Context: an optimization exercise on an open-source flow, tuned for small area and a short achievable clock period. The choices shown serve that exercise and are no tape-out recipe. In this exercise RTL edits were held to simulation tests only and were not proved equivalent to the original. Power and IR drop assume default switching activity.

## mmio_top
module mmio_top #(
    parameter logic [31:0] MMIO_BASE   = 32'h7000_0000,
    parameter int          CAM_CREDITS = 2,
    parameter int          CMD_DEPTH   = 4
) (
    input  logic        fclk,
    input  logic        rst_n,
    input  logic [31:0] araddr,
    input  logic        arvalid,
    output logic        arready,
    output logic [31:0] rdata,
    output logic [1:0]  rresp,
    output logic        rvalid,
    input  logic        rready,
    input  logic [31:0] awaddr,
    input  logic        awvalid,
    output logic        awready,
    input  logic [31:0] wdata,
    input  logic [3:0]  wstrb,
    input  logic        wvalid,
    output logic        wready,
    output logic [1:0]  bresp,
    output logic        bvalid,
    input  logic        bready,
    output logic [31:0] frame_bytes0,
    output logic [31:0] frame_bytes1,
    output logic [31:0] frame_bytes2,
    output logic [31:0] tribuf_addr0,
    output logic [31:0] tribuf_addr1,
    output logic [31:0] tribuf_addr2,
    output logic [31:0] mmio_cmd,
    output logic        mmio_cmd_valid,
    output logic [31:0] cam0_cmd,
    output logic        cam0_cmd_valid,
    input  logic [17:0] cam0_resp,
    input  logic        cam0_resp_valid,
    output logic [31:0] cam1_cmd,
    output logic        cam1_cmd_valid,
    input  logic [17:0] cam1_resp,
    input  logic        cam1_resp_valid,
    output logic        irq
);
Settings: LEC_CHECK=0, CAP_MARGIN=20, CORE_MARGIN=2, CORE_UTILIZATION=65, SETUP_SLACK_MARGIN=1.75, SLEW_MARGIN=20; clock period 3.5 ns.
standard.sh (not shown) runs the stock make flow with config.mk's settings and CLKGATE_MAP_FILE= SYNTH_SCRIPT=/design/flow/synth_recipe.tcl, a recipe that flattens the netlist after the stock synthesis.
==> flow/flow/run.sh <==
#!/bin/bash
# Own flow: the standard layout (standard.sh), with a few ORFS variables changed after
# synthesis (see env.sh). Synthesis runs first with no change, exactly as the standard flow.
# Each tool's output goes to a log file in this folder.
set -euo pipefail
bash standard.sh synth > synth.log 2>&1
source flow/env.sh
bash standard.sh > layout.log 2>&1
==> flow/flow/env.sh <==
# Port buffers are plain buffers, not the delay cells buffer_ports would pick
export BUFFER_PORTS_ARGS="-buffer_cell sky130_fd_sc_hd__buf_1"
# Keep delay cells out of repair so port buffers are sized among real buffers
export DONT_USE_CELLS="sky130_fd_sc_hd__clkdlybuf4s15_1 sky130_fd_sc_hd__clkdlybuf4s15_2 sky130_fd_sc_hd__clkdlybuf4s18_1 sky130_fd_sc_hd__clkdlybuf4s18_2 sky130_fd_sc_hd__clkdlybuf4s25_1 sky130_fd_sc_hd__clkdlybuf4s25_2 sky130_fd_sc_hd__clkdlybuf4s50_1 sky130_fd_sc_hd__clkdlybuf4s50_2 sky130_fd_sc_hd__dlygate4sd1_1 sky130_fd_sc_hd__dlygate4sd2_1 sky130_fd_sc_hd__dlygate4sd3_1 sky130_fd_sc_hd__dlymetal6s2s_1 sky130_fd_sc_hd__dlymetal6s4s_1 sky130_fd_sc_hd__dlymetal6s6s_1"
# Clock tree without dummy loads
export CTS_ARGS="-sink_clustering_enable -repair_clock_nets -sink_clustering_size 25 -sink_clustering_max_diameter 60 -dont_use_dummy_load"
Next try:
==> flow/run.sh (new file) <==
#!/bin/bash
# synth_recipe.tcl (not shown) runs the flow's synth.tcl, then flattens the netlist and writes it again
# the make line also repeats each setting of config.mk as NAME=value (left out here)
make -C /OpenROAD-flow-scripts/flow DESIGN_CONFIG=/design/flow/config.mk WORK_HOME=/design/flow/orfs CLKGATE_MAP_FILE= SYNTH_SCRIPT=/design/flow/synth_recipe.tcl finish
--- a/flow/config.mk
+++ b/flow/config.mk
@@ -11 +11,3 @@
-export SETUP_SLACK_MARGIN = 1.75
+export CTS_CLUSTER_DIAMETER = 60
+export CTS_CLUSTER_SIZE = 25
+export SETUP_SLACK_MARGIN = 1.3
removed: flow/flow/run.sh
removed: flow/flow/env.sh
removed: flow/standard.sh
What happened:
- first-iteration DRC count rises by 9.0%
- combinational power falls by about 10%
- hold slack improves by 0.13 ns
- power rises by 5.8%
Next try:
--- a/flow/config.mk
+++ b/flow/config.mk
@@ -10 +10 @@
-export CORE_UTILIZATION = 65
+export CORE_UTILIZATION = 55
@@ -13 +13 @@
-export SETUP_SLACK_MARGIN = 1.3
+export SETUP_SLACK_MARGIN = 1.5
What happened:
- The changed run finished with timing, DRC and antenna clean
- synthesized area is unchanged
- total power goes up by 0.35%
- utilization goes down by 11 points
- cell area goes up by 2.5%
- count of clock-buffer cells in the layout goes up by 1
- maximum frequency goes up by 10%
- sequential share of layout area goes down by 1.3 points
- clock power hardly moves
- clock skew goes down by 0.0074 ns
- worst setup slack gets better by 0.21 ns
- sequential power is about the same
Next try:
==> flow/flow/run.sh (new file) <==
#!/bin/bash
# Own flow: the standard layout (standard.sh) with two changes after synthesis:
#  - port buffers are plain sky130 buffers (buffer_ports -buffer_cell) instead of delay cells
#  - the delay cells are kept out of repair, so the resizer sizes port buffers among real buffers
# Synthesis runs first with no change, exactly as the standard flow.
set -euo pipefail
bash standard.sh synth > synth.log 2>&1
export BUFFER_PORTS_ARGS="-buffer_cell sky130_fd_sc_hd__buf_2"
export DONT_USE_CELLS="sky130_fd_sc_hd__clkdlybuf4s15_1 sky130_fd_sc_hd__clkdlybuf4s15_2 sky130_fd_sc_hd__clkdlybuf4s18_1 sky130_fd_sc_hd__clkdlybuf4s18_2 sky130_fd_sc_hd__clkdlybuf4s25_1 sky130_fd_sc_hd__clkdlybuf4s25_2 sky130_fd_sc_hd__clkdlybuf4s50_1 sky130_fd_sc_hd__clkdlybuf4s50_2 sky130_fd_sc_hd__dlygate4sd1_1 sky130_fd_sc_hd__dlygate4sd2_1 sky130_fd_sc_hd__dlygate4sd3_1 sky130_fd_sc_hd__dlymetal6s2s_1 sky130_fd_sc_hd__dlymetal6s4s_1 sky130_fd_sc_hd__dlymetal6s6s_1"
bash standard.sh > layout.log 2>&1
==> flow/standard.sh (new file) <==
#!/bin/bash
# synth_recipe.tcl (not shown) runs the flow's synth.tcl, then flattens the netlist and writes it again
# the make line also repeats each setting of config.mk as NAME=value (left out here)
make -C /OpenROAD-flow-scripts/flow DESIGN_CONFIG=/design/flow/config.mk WORK_HOME=/design/flow/orfs CLKGATE_MAP_FILE= SYNTH_SCRIPT=/design/flow/synth_recipe.tcl "${@:-finish}"
removed: flow/run.sh
Result: Die area does not change. Utilization goes down by 7.4 points. Wire length fell by 6.8%. Worst setup slack degrades by 0.022 ns. Clock skew rose by 0.0061 ns. Global-route usage goes down by 2.1 points. Clock power is higher by about 2%.

[port drivers added, routing unchanged]
The flow's constraints put no driver on any port. The routed layouts listed below were extracted and timed again, unchanged, in two steps.
Step 1: set_driving_cell puts a clkbuf_16 on fclk and a buf_2 on each other input, an assumption about the parent block.
Step 2, shift: input delay + t, output delay - t, t = (earliest + latest rising clock arrival at the registers) / 2. This alone moves slack from input paths to output paths.
a / b / c = no drivers / after step 1 / after step 2; a / b = the first two.
| run | t, ns | setup slack, ns | latest minus earliest clock arrival (ns) |
|---|---|---|---|
| the first run | 0.605 | 1.388 / 1.406 / 0.800 | 0.049 / 0.049 |
| the second run | 0.609 | 1.269 / 1.232 / 0.661 | 0.029 / 0.029 |
| the third run | 0.644 | 1.476 / 1.422 / 0.830 | 0.025 / 0.026 |
| the fourth run | 0.636 | 1.454 / 1.436 / 0.932 | 0.032 / 0.032 |
After both steps every run listed still meets setup and hold. The setup slack of the third run, which loses most, moves by -0.054 ns with the drivers and by -0.646 ns with both steps.
